Context: an optimization exercise on an open-source flow, tuned for small area and a short achievable clock period. The choices shown serve that exercise and are no tape-out recipe. The RTL was checked by simulation tests, not by an equivalence proof against the original design. No run shown here takes its clock network from TritonCTS; it comes from the design's own scripts or RTL. The clock port is modelled as an ideal driver, which makes a skipped or thinned clock tree look cheaper than it is; a real chip needs a root buffer or a tree. Power and IR drop assume default switching activity.

## flow/design.v (module list and top-level ports; edited modules follow where they fit)
// module csa_fa: 10 lines
// module adder_tree_25: 1801 lines
module adder_tree_25 (
    input  wire         clk,
    input  wire         rst,
    input  wire         data_v,
    input  wire [399:0] elems,
    output wire [15:0]  sum,
    output wire         sum_valid
);
  // ...
==> flow/flow/run.sh <==
#!/bin/bash
# The standard layout with two changes:
#  - buf_1 as the port buffer cell instead of the cell buffer_ports picks by
#    itself (clkdlybuf4s50_1, 2.7x the area)
#  - a two-level balanced clock tree (flow/clock_tree.tcl, hooked in through
#    PRE_CTS_TCL) in place of the three-level tree of clock_tree_synthesis
set -euo pipefail
export BUFFER_PORTS_ARGS="-buffer_cell sky130_fd_sc_hd__buf_1"
export PRE_CTS_TCL="$PWD/flow/clock_tree.tcl"
bash standard.sh > standard_flow.log 2>&1
==> flow/flow/clock_tree.tcl <==
# Two-level clock tree, sourced by ORFS's cts.tcl through PRE_CTS_TCL.
# It replaces clock_tree_synthesis for this run: the flip-flops are split
# into NX x NY groups of equal size by position (x strips, then y within a
# strip), each group gets one leaf buffer at its centroid, and one root
# buffer at the centroid of the leaves drives all leaves. Every flip-flop
# sits behind exactly two buffers, so the tree is balanced by construction.

proc my_clock_tree { args } {
  set nx [expr { [info exists ::env(FLOW_CTS_NX)] ? $::env(FLOW_CTS_NX) : 3 }]
  set ny [expr { [info exists ::env(FLOW_CTS_NY)] ? $::env(FLOW_CTS_NY) : 4 }]
  set leaf_cell [expr { [info exists ::env(FLOW_CTS_LEAF)] ? $::env(FLOW_CTS_LEAF) : "sky130_fd_sc_hd__clkbuf_16" }]
  set root_cell [expr { [info exists ::env(FLOW_CTS_ROOT)] ? $::env(FLOW_CTS_ROOT) : "sky130_fd_sc_hd__clkbuf_16" }]
  puts "my_clock_tree: $nx x $ny leaves of $leaf_cell, root $root_cell (replaces: clock_tree_synthesis $args)"

  set db [ord::get_db]
  set block [ord::get_db_block]
  set clk_net [$block findNet clk]
  set leaf_master [$db findMaster $leaf_cell]
  set root_master [$db findMaster $root_cell]

  # flip-flop clock pins on the clock net
  set sinks {}
  foreach it [$clk_net getITerms] {
    if { [$it isInputSignal] } {
      set inst [$it getInst]
      set bb [$inst getBBox]
      set x [expr { ([$bb xMin] + [$bb xMax]) / 2 }]
      set y [expr { ([$bb yMin] + [$bb yMax]) / 2 }]
      lappend sinks [list $x $y $it]
    }
  }
  set n [llength $sinks]
  puts "my_clock_tree: $n sinks"

  # equal-size groups: x strips, then y slices within each strip
  set sinks [lsort -integer -index 0 $sinks]
  set groups {}
  for { set i 0 } { $i < $nx } { incr i } {
    set a [expr { $i * $n / $nx }]
    set b [expr { ($i + 1) * $n / $nx - 1 }]
    set strip [lsort -integer -index 1 [lrange $sinks $a $b]]
    set m [llength $strip]
    for { set j 0 } { $j < $ny } { incr j } {
      set c [expr { $j * $m / $ny }]
      set d [expr { ($j + 1) * $m / $ny - 1 }]
      lappend groups [lrange $strip $c $d]
    }
  }

  # root buffer takes the clock port's net as input
  set root [odb::dbInst_create $block $root_master clkbuf_root_clk]
  set root_out [odb::dbNet_create $block clknet_root_clk]
  $root_out setSigType CLOCK
  [$root findITerm A] connect $clk_net
  [$root findITerm X] connect $root_out

  set k 0
  set lx 0
  set ly 0
  foreach g $groups {
    set sx 0
    set sy 0
    foreach s $g {
      set sx [expr { $sx + [lindex $s 0] }]
      set sy [expr { $sy + [lindex $s 1] }]
    }
    set cx [expr { $sx / [llength $g] }]
    set cy [expr { $sy / [llength $g] }]
    set leaf [odb::dbInst_create $block $leaf_master clkbuf_leaf_${k}_clk]
    set net [odb::dbNet_create $block clknet_leaf_${k}_clk]
    $net setSigType CLOCK
    [$leaf findITerm A] connect $root_out
    [$leaf findITerm X] connect $net
    foreach s $g {
      set it [lindex $s 2]
      $it disconnect
      $it connect $net
    }
    $leaf setLocation $cx $cy
    $leaf setPlacementStatus PLACED
    set lx [expr { $lx + $cx }]
    set ly [expr { $ly + $cy }]
    puts "my_clock_tree: leaf $k drives [llength $g] sinks at ($cx, $cy)"
    incr k
  }
  $root setLocation [expr { $lx / $k }] [expr { $ly / $k }]
  $root setPlacementStatus PLACED
  $clk_net setSigType CLOCK
  set_propagated_clock [all_clocks]
}

rename clock_tree_synthesis my_orig_clock_tree_synthesis
proc clock_tree_synthesis { args } { my_clock_tree {*}$args }
==> flow/standard.sh <==
#!/bin/bash
# synth_recipe.tcl (not shown) runs the flow's synth.tcl, then flattens the netlist and writes it again
# the make line also repeats each setting of config.mk as NAME=value (left out here)
make -C /OpenROAD-flow-scripts/flow DESIGN_CONFIG=/design/flow/config.mk WORK_HOME=/design/flow/orfs CLKGATE_MAP_FILE= SYNTH_SCRIPT=/design/flow/synth_recipe.tcl "${@:-finish}"
==> flow/config.mk <==
export PLATFORM = sky130hd
export DESIGN_NAME = adder_tree_25
export DESIGN_NICKNAME = adder_tree_25
export VERILOG_FILES = /design/flow/design.v
export SDC_FILE = /design/flow/constraint.sdc
export NUM_CORES = 4
export LEC_CHECK = 0
export CAP_MARGIN = 20
export CORE_MARGIN = 2
export CORE_UTILIZATION = 70
export PLACE_DENSITY = 0.75
export SETUP_SLACK_MARGIN = 1.45
export SLEW_MARGIN = 20
export SYNTH_HIERARCHICAL = 1
==> flow/constraint.sdc <==
create_clock -name core_clock -period 3.0 [get_ports {clk}]
set_input_delay 0.6000 -clock core_clock [delete_from_list [all_inputs] [get_ports {clk}]]
set_output_delay 0.6000 -clock core_clock [all_outputs]
set_load 0.01 [all_outputs]
==> results_dict.tcl, run 1 <==
set metrics [dict create \
    critical_path_peak_fanout 2 \
    fmax_ghz 0.643 \
    power_switching_share_pct 32.7 \
    synth_top_family_by_area "adder cells" \
    vias 7368 \
    status "finished clean" \
    synthesis.yosys.warnings 7 \
    path_cells "inv_1, fa_1, inv_1, a21o_1, a21oi_1, xnor2_1" \
    critical_path_depth 6 \
    cts-resized-gates 19 \
    finalWorstSetupSlack_ns 1.45 \
    area_growth_syn_to_layout_pct 17.6 \
    worstSetupStartpoint "r4_11_1" \
    final-setup-viol-count 0 \
    cp.arrival_ns 1.89 \
    timing.critical_path.from_type "register" \
    detail_route.first_pass.iterations 4 \
    finalMaxSlewViolations 0 \
    whs_path_cells 0 \
    detailedPlace.worstSlack_ns 1.10 \
    num_tap_cells 275 \
    worstHoldEndpoint "sum_q[5]" \
    clock_power_w 0.00212 \
    synth_edf_count 0 \
    synth_area_per_cell_um2 18.5 \
    rrSetupSlack_ns 1.45 \
    post_synth_xor_area_fraction_pct 3.30 \
    vias_per_instance 4.87 \
    fin_crit_sh_pct 51.8 \
    drcViolationCount 0 \
    nNonClkInverters 12 \
    grt_start_max_net_pins 33 \
    design.core.area_um2 21000 \
    sequential_cell_area_um2 7480 \
]
==> run 2: changes to the inputs <==
--- a/flow/design.v
+++ b/flow/design.v
@@ -13,22 +13,22 @@
 module adder_tree_25 (
     input  wire         clk,
     input  wire         rst,
     input  wire         data_v,
     input  wire [399:0] elems,
     output wire [15:0]  sum,
     output wire         sum_valid
 );
-    reg [5:0] vld;
+    reg [4:0] vld;
     always @(posedge clk) begin
-        if (!rst) vld <= 6'd0;
-        else vld <= {vld[4:0], data_v};
+        if (!rst) vld <= 5'd0;
+        else vld <= {vld[3:0], data_v};
     end
-    assign sum_valid = vld[5];
+    assign sum_valid = vld[4];
     reg r0_0_0;
     reg r0_0_1;
     reg r0_0_2;
     reg r0_1_0;
     reg r0_1_1;
     reg r0_1_2;
     reg r0_1_3;
     reg r0_1_4;
@@ -348,38 +348,16 @@
     reg r3_12_0;
     reg r3_12_1;
     reg r3_13_0;
     reg r3_13_1;
     reg r3_14_0;
     reg r3_14_1;
     reg r3_15_0;
     reg r3_15_1;
-    reg r4_0_0;
-    reg r4_1_0;
-    reg r4_2_0;
-    reg r4_3_0;
-    reg r4_4_0;
-    reg r4_5_0;
-    reg r4_6_0;
-    reg r4_7_0;
-    reg r4_8_0;
-    reg r4_9_0;
-    reg r4_10_0;
-    reg r4_11_0;
-    reg r4_11_1;
-    reg r4_11_2;
-    reg r4_12_0;
-    reg r4_12_1;
-    reg r4_13_0;
-    reg r4_13_1;
-    reg r4_14_0;
-    reg r4_14_1;
-    reg r4_15_0;
-    reg r4_15_1;
     wire s1;
     wire c2;
     wire s3;
     wire c4;
     wire s5;
     wire c6;
     wire s7;
     wire c8;
@@ -1070,18 +1048,17 @@
     wire c693;
     wire s694;
     wire c695;
     wire s696;
     wire c697;
     wire x698;
     wire [15:0] cpa_a, cpa_b;
     wire [6:0] lo_add;
-    wire [6:0] mid_add;
-    wire [5:0] hi_add;
+    wire [10:0] hi_add;
     csa_fa u_s1 (.a(elems[0]), .b(elems[112]), .c(elems[128]), .s(s1), .co(c2));
     csa_fa u_s3 (.a(elems[144]), .b(elems[160]), .c(elems[16]), .s(s3), .co(c4));
     csa_fa u_s5 (.a(elems[176]), .b(elems[192]), .c(elems[208]), .s(s5), .co(c6));
     csa_fa u_s7 (.a(elems[224]), .b(elems[240]), .c(elems[256]), .s(s7), .co(c8));
     csa_fa u_s9 (.a(elems[272]), .b(elems[288]), .c(elems[304]), .s(s9), .co(c10));
     csa_fa u_s11 (.a(elems[320]), .b(elems[32]), .c(elems[336]), .s(s11), .co(c12));
     csa_fa u_s13 (.a(elems[352]), .b(elems[368]), .c(elems[384]), .s(s13), .co(c14));
     csa_fa u_s15 (.a(elems[48]), .b(elems[64]), .c(elems[80]), .s(s15), .co(c16));
@@ -1445,19 +1422,18 @@
     csa_fa u_s686 (.a(r2_9_0), .b(r2_9_1), .c(r2_9_2), .s(s686), .co(c687));
     csa_fa u_s688 (.a(r2_10_0), .b(r2_10_1), .c(r2_10_2), .s(s688), .co(c689));
     csa_fa u_s690 (.a(r2_11_0), .b(r2_11_1), .c(r2_11_2), .s(s690), .co(c691));
     csa_fa u_s692 (.a(r2_12_0), .b(r2_12_1), .c(r2_12_2), .s(s692), .co(c693));
     csa_fa u_s694 (.a(r2_13_0), .b(r2_13_1), .c(r2_13_2), .s(s694), .co(c695));
     csa_fa u_s696 (.a(r2_14_0), .b(r2_14_1), .c(r2_14_2), .s(s696), .co(c697));
     assign x698 = r2_15_0 ^ r2_15_1;
     assign lo_add = {1'b0, c677, s676, r2_3_0, r2_2_0, r2_1_0, r2_0_0} + {1'b0, s678, 1'b0, r2_3_1, 1'b0, 1'b0, 1'b0};
-    assign mid_add = {1'b0, r3_10_0, r3_9_0, r3_8_0, r3_7_0, r3_6_0, 1'b1} + {1'b0, r3_10_1, r3_9_1, r3_8_1, r3_7_1, r3_6_1, r3_6_2};
-    assign hi_add = {r4_15_0, r4_14_0, r4_13_0, r4_12_0, r4_11_0, 1'b1} + {r4_15_1, r4_14_1, r4_13_1, r4_12_1, r4_11_1, r4_11_2};
-    assign cpa_a = {hi_add[5:1], r4_10_0, r4_9_0, r4_8_0, r4_7_0, r4_6_0, r4_5_0, r4_4_0, r4_3_0, r4_2_0, r4_1_0, r4_0_0};
+    assign hi_add = {r3_15_0, r3_14_0, r3_13_0, r3_12_0, r3_11_0, r3_10_0, r3_9_0, r3_8_0, r3_7_0, r3_6_0, 1'b1} + {r3_15_1, r3_14_1, r3_13_1, r3_12_1, r3_11_1, r3_10_1, r3_9_1, r3_8_1, r3_7_1, r3_6_1, r3_6_2};
+    assign cpa_a = {hi_add[10:1], r3_5_0, r3_4_0, r3_3_0, r3_2_0, r3_1_0, r3_0_0};
     assign cpa_b = 16'd0;
     always @(posedge clk) begin
         r0_0_0 <= s17;
         r0_0_1 <= s19;
         r0_0_2 <= s21;
         r0_1_0 <= s35;
         r0_1_1 <= s37;
         r0_1_2 <= c18;
@@ -1779,35 +1755,13 @@
         r3_12_0 <= c691;
         r3_12_1 <= s692;
         r3_13_0 <= c693;
         r3_13_1 <= s694;
         r3_14_0 <= c695;
         r3_14_1 <= s696;
         r3_15_0 <= c697;
         r3_15_1 <= x698;
-        r4_0_0 <= r3_0_0;
-        r4_1_0 <= r3_1_0;
-        r4_2_0 <= r3_2_0;
-        r4_3_0 <= r3_3_0;
-        r4_4_0 <= r3_4_0;
-        r4_5_0 <= r3_5_0;
-        r4_6_0 <= mid_add[1];
-        r4_7_0 <= mid_add[2];
-        r4_8_0 <= mid_add[3];
-        r4_9_0 <= mid_add[4];
-        r4_10_0 <= mid_add[5];
-        r4_11_0 <= r3_11_0;
-        r4_11_1 <= r3_11_1;
-        r4_11_2 <= mid_add[6];
-        r4_12_0 <= r3_12_0;
-        r4_12_1 <= r3_12_1;
-        r4_13_0 <= r3_13_0;
-        r4_13_1 <= r3_13_1;
-        r4_14_0 <= r3_14_0;
-        r4_14_1 <= r3_14_1;
-        r4_15_0 <= r3_15_0;
-        r4_15_1 <= r3_15_1;
     end
     reg [15:0] sum_q;
     always @(posedge clk) sum_q <= cpa_a;
     assign sum = sum_q;
 endmodule
==> flow/config.mk (replaced) <==
export PLATFORM = sky130hd
export DESIGN_NAME = adder_tree_25
export DESIGN_NICKNAME = adder_tree_25
export VERILOG_FILES = /design/flow/design.v
export SDC_FILE = /design/flow/constraint.sdc
export NUM_CORES = 4
export LEC_CHECK = 0
export CAP_MARGIN = 20
export CORE_MARGIN = 2
export CORE_UTILIZATION = 60
export CTS_BUF_LIST = sky130_fd_sc_hd__clkbuf_16
export CTS_CLUSTER_DIAMETER = 80
export CTS_CLUSTER_SIZE = 30
export SETUP_SLACK_MARGIN = 1.4
export SLEW_MARGIN = 20
export SYNTH_HIERARCHICAL = 1
==> results_dict.tcl, run 2 <==
set metrics [dict create \
    whs_path_cells 0 \
    area_growth_syn_to_layout_pct 17.6 \
    grt_start_max_net_pins 31 \
    worst_setup_ep_type "register" \
    unrepaired_setup_endpoints_after_global_routing "true" \
    fin_crit_sh_pct 53.2 \
    initial_utilization_pct 61.3 \
    hp-start "r2_2_0" \
    timing.critical_path.from_type "register" \
    vias 7079 \
    design.core.area_um2 23500 \
    fillCellCount 1640 \
    library_cells_used_by_synthesis 26 \
    placement_rows 56 \
    grtUsageTotal_pct 20.2 \
    ys.flop_type "sky130_fd_sc_hd__dfxtp_1" \
    drcViolationCount 0 \
    rrSetupSlack_ns 1.40 \
    reg.largest.list "sum_q: 16 flops, vld: 5 flops" \
    floorplan.die_area_um2 25300 \
    sequential_cell_area_um2 7010 \
    fmax_ghz 0.626 \
    power.leakage_nw 6.33 \
    drtIter0Drc 228 \
    synth_area_per_cell_um2 18.4 \
    numnets_final 1965 \
    multi_input_comb_area_um2 7620 \
    ys_ff_latch 350 \
    largest_reg_flops 16 \
    fin_skew_ns 0.0134 \
    yosys.cell_count.top_type "sky130_fd_sc_hd__dfxtp_1" \
    synth_top_cell_by_area "sky130_fd_sc_hd__dfxtp_1" \
    async_flop_share_pct 0 \
    final-setup-viol-count 0 \
    synthesis.yosys.warnings 7 \
    detail-route-antenna-nets 0 \
    yosys.area.top_type_share_pct 48.5 \
    regToRegEndpoint "sum_q[15]" \
    insertedDiodeCount 0 \
    grt_overflow 0 \
    drive_above_1_share_pct 9.09 \
    io_buf_count 419 \
    cts-hold-fix-buffers 0 \
    largest-register "sum_q" \
    detail_route.first_pass.iterations 4 \
    routed_wire_length_per_instance_um 15.6 \
    critical_path_peak_fanout 2 \
    worstHoldEndpoint "r3_2_0" \
    max_cap_viol_count 0 \
    share_of_the_core_filled_with_cells_in_the_final_layout_pct 72.2 \
    worstRegToRegCells 6 \
    io_pins 420 \
    period_minus_slack_ns 1.60 \
    layout_commonest_cell "sky130_fd_sc_hd__buf_1" \
    layout_common_cells "412 x sky130_fd_sc_hd__buf_1, 346 x sky130_fd_sc_hd__dfxtp_1, 256 x sky130_fd_sc_hd__fa_1" \
    hold_viol 0 \
    fin_setup_tns_ns 0 \
    regToRegStartpoint "r3_6_0" \
    finalMaxSlewViolations 0 \
    cp.arrival_ns 1.93 \
    timing.critical_path.required_ns 3.33 \
    die_width_um 159 \
    synth.yosys.seq_area_share_pct 48.5 \
    synth.net_count 1526 \
    synth_area_um2 14400 \
    gpl.final_weighted_congestion 0.920 \
    synth_edf_count 0 \
    vdd.ir_drop.worst_mv 0.544 \
    number_of_cells_produced_by_synthesis 784 \
    grt_first_pass_wirelength_mm 40.6 \
    antenna_found_initial 0 \
    clock_insertion_delay_worst_skew_ns 0.44 \
    slew_headroom_pct 79.4 \
    timing_worst_slew_pin_value_ns 0.306 \
    post_synth_most_frequent_cells "350 x sky130_fd_sc_hd__dfxtp_1, 327 x sky130_fd_sc_hd__fa_1, 44 x sky130_fd_sc_hd__xnor2_1" \
    place_hpwl_mm 21.5 \
    chipHeight_um 159 \
    power_w 0.0148 \
    power_density_nw_per_um2 873 \
    worst_hold_path_type "register to register" \
    path_clk_slew_ns 0.11 \
    netlist_top_cells_area "sky130_fd_sc_hd__dfxtp_1 49%, sky130_fd_sc_hd__fa_1 45%, sky130_fd_sc_hd__xnor2_1 2.7%, sky130_fd_sc_hd__ha_1 1.0%, sky130_fd_sc_hd__xor2_1 0.79%" \
    criticalPathCategory "register to register" \
    status "finished clean" \
    vias_per_instance 4.60 \
    drt-total-wl_mm 24.1 \
    grt_pass1_vias 8498 \
]
==> run 2: cell count changes in the layout (fill, tap and decap cells not counted), sizes merged, moves of 2 or more <==
cell / change
diode: -2
nand2: +3
a21o: -3
o21ai: +4
nor2: +2
nand3: +3
o21bai: -3
buf: +6
clkbuf: -3
inv: -10
dfxtp: -23
==> run 2: area by class of cell <==
| type | count | share of cell area, % |
|---|---|---|
| Tap cell | 319 | 2.35 |
| Buffer | 13 | 1.92 |
| Inverter | 2 | 0.0442 |
| Timing Repair Buffer | 424 | 9.53 |
| Sequential cell | 350 | 41.3 |
| Multi-Input combinational cell | 432 | 44.9 |
==> run 2: how the worst max path moves through the flow <==
stage,slack [ns],cells past startpoint,from,to
floorplan,1.31,2,elems[110],r0_14_10
detailed placement,1.10,3,elems[162],r0_2_10
CTS,1.31,6,r3_6_2,sum_q[15]
global route,1.30,6,r3_6_0,sum_q[15]
finish,1.40,6,r3_6_0,sum_q[15]
global placement,1.09,3,elems[162],r0_2_10
==> run 2: metal layers <==
layer | GRT usage, % | routed length (µm) | up-vias | part of all wire (%)
met5 | 0 | 0 | - | 0
met4 | 3.22 | 466 | 0 | 1.9
li1 | - | - | 3273 | -
met3 | 2.11 | 1250 | 37 | 5.2
met2 | 35.9 | 12600 | 235 | 52
met1 | 27.8 | 9720 | 3534 | 40
==> run 2: what timing repair did <==
action	4_1_cts	5_1_grt
resized for setup	8	9
pin swaps	4	10
setup buffers	2	3
cloned	0	0
endpoints found under the setup margin	6	10
==> run 2: through the flow <==
stage | hold slack [ns] | worst slack (ns) | instance area (µm²) | instances
2_1_floorplan | 0.310 | 1.31 | 14600 | 784
3_3_place_gp | 0.314 | 1.09 | 16600 | 1522
3_5_place_dp | 0.314 | 1.10 | 16600 | 1522
4_1_cts | 0.328 | 1.31 | 16900 | 1537
5_1_grt | 0.343 | 1.30 | 17000 | 1540
6_report | 0.338 | 1.40 | 17000 | 1540
==> run 2: critical path, stage by stage (launching register included) <==
cell                      delay (ns)
sky130_fd_sc_hd__dfxtp_2        0.35
sky130_fd_sc_hd__fa_2           0.40
sky130_fd_sc_hd__a21o_1         0.19
sky130_fd_sc_hd__nand4_1        0.10
sky130_fd_sc_hd__o21ai_2        0.08
sky130_fd_sc_hd__o41ai_2        0.26
sky130_fd_sc_hd__xnor2_1        0.12
==> run 2: logic make-up (layout without fill, tap and decap cells) <==
logic type,count (synthesis),count (layout),synth area share (%)
fa+ha+maj,339,339,46.4
compound gates,17,17,0.884
flops,350,350,48.5
simple gates,19,19,0.728
buf+inv,2,439,0.0520
xor+xnor,57,57,3.46
==> run 2: Yosys stat by module, one instance, submodules excluded <==
| module | area, µm² | times used | cells | flip-flops and latches |
|---|---|---|---|---|
| adder_tree_25 | 7920 | 1 | 458 | 350 |
| csa_fa | 20.0 | 326 | 1 | 0 |
==> run 2: power by group <==
part           switching [W]  total, W  internal, W
clock network        0.00125   0.00204     0.000782
logic                0.00258   0.00524      0.00266
registers           0.000902   0.00755      0.00665
total                0.00474    0.0148       0.0101
==> run 3: changes to the inputs <==
--- a/flow/config.mk
+++ b/flow/config.mk
@@ -11,6 +11,6 @@
 export CTS_BUF_LIST = sky130_fd_sc_hd__clkbuf_16
 export CTS_CLUSTER_DIAMETER = 80
 export CTS_CLUSTER_SIZE = 30
-export SETUP_SLACK_MARGIN = 1.4
+export SETUP_SLACK_MARGIN = 1.5
 export SLEW_MARGIN = 20
 export SYNTH_HIERARCHICAL = 1
==> results_dict.tcl, run 3 <==
set metrics [dict create \
    synth_top_cell_by_area "sky130_fd_sc_hd__dfxtp_1" \
    drtIter0Drc 152 \
    grt_first_pass_wirelength_mm 40.6 \
    critical_path_peak_fanout 2 \
    detail_route.first_pass.iterations 4 \
    place_hpwl_mm 21.4 \
    synth_area_um2 14400 \
    largest_reg_flops 16 \
    worst_hold_slack_after_final_layout_ns 0.336 \
    grt_start_max_net_pins 31 \
    netlist_top_cells_area "sky130_fd_sc_hd__dfxtp_1 49%, sky130_fd_sc_hd__fa_1 45%, sky130_fd_sc_hd__xnor2_1 2.7%, sky130_fd_sc_hd__ha_1 1.0%, sky130_fd_sc_hd__xor2_1 0.79%" \
    initial_utilization_pct 61.3 \
    grt_pass1_vias 8479 \
    final-setup-viol-count 0 \
    library_cells_used_by_synthesis 26 \
    criticalPathCategory "register to register" \
    crit_slowest_cell "sky130_fd_sc_hd__fa_2" \
    die_width_um 159 \
    finalInstanceArea_um2 17300 \
    multi_input_comb_area_um2 7870 \
    unrepaired_setup_endpoints_after_global_routing "true" \
    chipHeight_um 159 \
    sequential_cell_area_um2 7030 \
    status "finished clean" \
    timing_worst_slew_pin_value_ns 0.293 \
    fin_skew_ns 0.0115 \
    fmax_ghz 0.619 \
    grt_overflow 0 \
    ys.flop_type "sky130_fd_sc_hd__dfxtp_1" \
    number_of_cells_produced_by_synthesis 784 \
    worst_hold_path_type "register to register" \
    regToRegStartpoint "r3_6_2" \
    floorplan.die_area_um2 25300 \
    drcViolationCount 0 \
    worst_setup_ep_type "register" \
    area_growth_syn_to_layout_pct 20.0 \
    gpl.final_weighted_congestion 0.882 \
    power_density_nw_per_um2 870 \
    io_buf_count 419 \
    timing.critical_path.from_type "register" \
    reg.largest.list "sum_q: 16 flops, vld: 5 flops" \
    io_pins 420 \
    drt-total-wl_mm 24.1 \
    yosys.cell_count.top_type "sky130_fd_sc_hd__dfxtp_1" \
    grtUsageTotal_pct 20.2 \
    vias 7061 \
    layout_commonest_cell "sky130_fd_sc_hd__buf_1" \
    power.leakage_nw 6.32 \
    numnets_final 1964 \
    cts-hold-fix-buffers 0 \
    cp.arrival_ns 1.93 \
    post_synth_most_frequent_cells "350 x sky130_fd_sc_hd__dfxtp_1, 327 x sky130_fd_sc_hd__fa_1, 44 x sky130_fd_sc_hd__xnor2_1" \
    drive_above_1_share_pct 17.5 \
    placement_rows 56 \
    synth.yosys.seq_area_share_pct 48.5 \
    hold_viol 0 \
    vdd.ir_drop.worst_mv 0.515 \
    yosys.area.top_type_share_pct 48.5 \
    path_cells "fa_2, a21o_1, nand4_1, o21ai_2, o41ai_2, xnor2_1" \
    cp_slowest_stage_delay_ns 0.40 \
    path_clk_slew_ns 0.10 \
    fillCellCount 1540 \
    clock_insertion_delay_worst_skew_ns 0.44 \
    insertedDiodeCount 0 \
    synth_area_per_cell_um2 18.4 \
    ys_ff_latch 350 \
    synth_edf_count 0 \
    period_minus_slack_ns 1.61 \
    vias_per_instance 4.59 \
    largest-register "sum_q" \
    slew_headroom_pct 80.3 \
    timing.critical_path.required_ns 3.32 \
    max_cap_viol_count 0 \
    fin_crit_sh_pct 53.8 \
    synth.net_count 1526 \
    fin_setup_tns_ns 0 \
    finalMaxSlewViolations 0 \
    placedInstanceArea_um2 16800 \
    antenna_found_initial 0 \
    layout_common_cells "402 x sky130_fd_sc_hd__buf_1, 331 x sky130_fd_sc_hd__dfxtp_1, 182 x sky130_fd_sc_hd__fa_1" \
    detail-route-antenna-nets 0 \
    design.core.area_um2 23500 \
    worstSetupStartpoint "r3_6_2" \
    routed_wire_length_per_instance_um 15.6 \
    synthesis.yosys.warnings 7 \
    async_flop_share_pct 0 \
    hp-start "r3_5_0" \
]
## run 3: worst paths after layout
| kind | endpoint | slack (ns) | cells after the start |
|---|---|---|---|
| max | sum_q[15] | 1.39 | 6 |
| min | sum_q[5] | 0.34 | 0 |
| max reg2reg | sum_q[15] | 1.39 | 6 |
| min reg2reg | sum_q[5] | 0.34 | 0 |
## run 3: cells by family (layout without fill, tap and decap cells)
family          Yosys count  count (layout)  synth area share [%]
flops                   350             350                  48.5
fa+ha+maj               339             339                  46.4
xor+xnor                 57              57                  3.46
simple gates             19              19                 0.728
compound gates           17              17                 0.884
buf+inv                   2             438                0.0520
## run 3: timing repair
item                                    in CTS  in global routing
gates resized for setup                     45                 20
pin swaps                                    7                 12
endpoints found under the hold margin        0                  0
buffers inserted                             2                  2
endpoints found under the setup margin      23                 23
## run 3: layout make-up
type                            count  area share [%]
Multi-Input combinational cell    432            45.4
Sequential cell                   350            40.6
Timing Repair Buffer              423            9.77
Tap cell                          319            2.30
Buffer                             13            1.88
Inverter                            2          0.0433
## run 3: metrics by stage
step | std cells | utilization, % | setup slack (ns) | power (W)
6_report | 1539 | 73.6 | 1.39 | 0.0151
5_1_grt | 1539 | 73.6 | 1.30 | 0.0165
4_1_cts | 1537 | 73.2 | 1.36 | 0.0152
3_5_place_dp | 1522 | 71.3 | 1.13 | 0.0130
3_3_place_gp | 1522 | 71.3 | 1.15 | 0.0128
2_1_floorplan | 784 | - | 1.31 | 0.0110
## run 3: metal layers
layer	global-route usage (%)	part of all wire [%]	up-vias
met5	0	0	-
met4	3.06	1.9	0
met3	1.82	4.7	35
met2	37.1	54	240
met1	27.0	40	3513
li1	-	-	3273
## run 3: per-module statistics from Yosys, one instance, submodules excluded
module | times used | cells | area (µm²) | flip-flops and latches
adder_tree_25 | 1 | 458 | 7920 | 350
csa_fa | 326 | 1 | 20.0 | 0
## run 3: worst max-delay path: cells and delay by family, from the launching register on
kind,cells,cell delay (ns)
compound gates,3,0.52
fa+ha+maj,1,0.40
flops,1,0.35
xor+xnor,1,0.12
simple gates,1,0.11
## run 3: report_power, final
part           switching, W  internal [W]  total, W
sequential         0.000957       0.00667   0.00763
clock               0.00125      0.000781   0.00203
combinational       0.00257       0.00285   0.00543
total               0.00477        0.0103    0.0151

[port drivers added, routing unchanged]
No port has a modelled driver above. Below, the same layouts with a new extraction and two added sets of constraints.
Step 1: set_driving_cell puts a clkbuf_16 on clk and a buf_2 on each other input, an assumption about the parent block.
Step 2 also shifts input and output timing later by t, the mid clock arrival at the registers, as if the neighbouring blocks saw the same clock.
Three values: ideal, step 1, step 2; two values: the first two.
run | t, ns | slack for setup (ns) | worst setup path after step 2 | worst slew at a driven data input, ns | cell pins on the clock port's net
run 1 | 0.491 | 1.446 / 1.407 / 1.118 | input to register | 0.07 | 1
run 2 | 0.479 | 1.403 / 1.399 / 1.088 | input to register | 0.06 | 1
run 3 | 0.478 | 1.385 / 1.385 / 1.153 | input to register | 0.07 | 1
After both steps setup and hold are still met in every run listed. The setup slack of run 1, which loses most, moves by -0.039 ns with the drivers and by -0.328 ns with both steps.
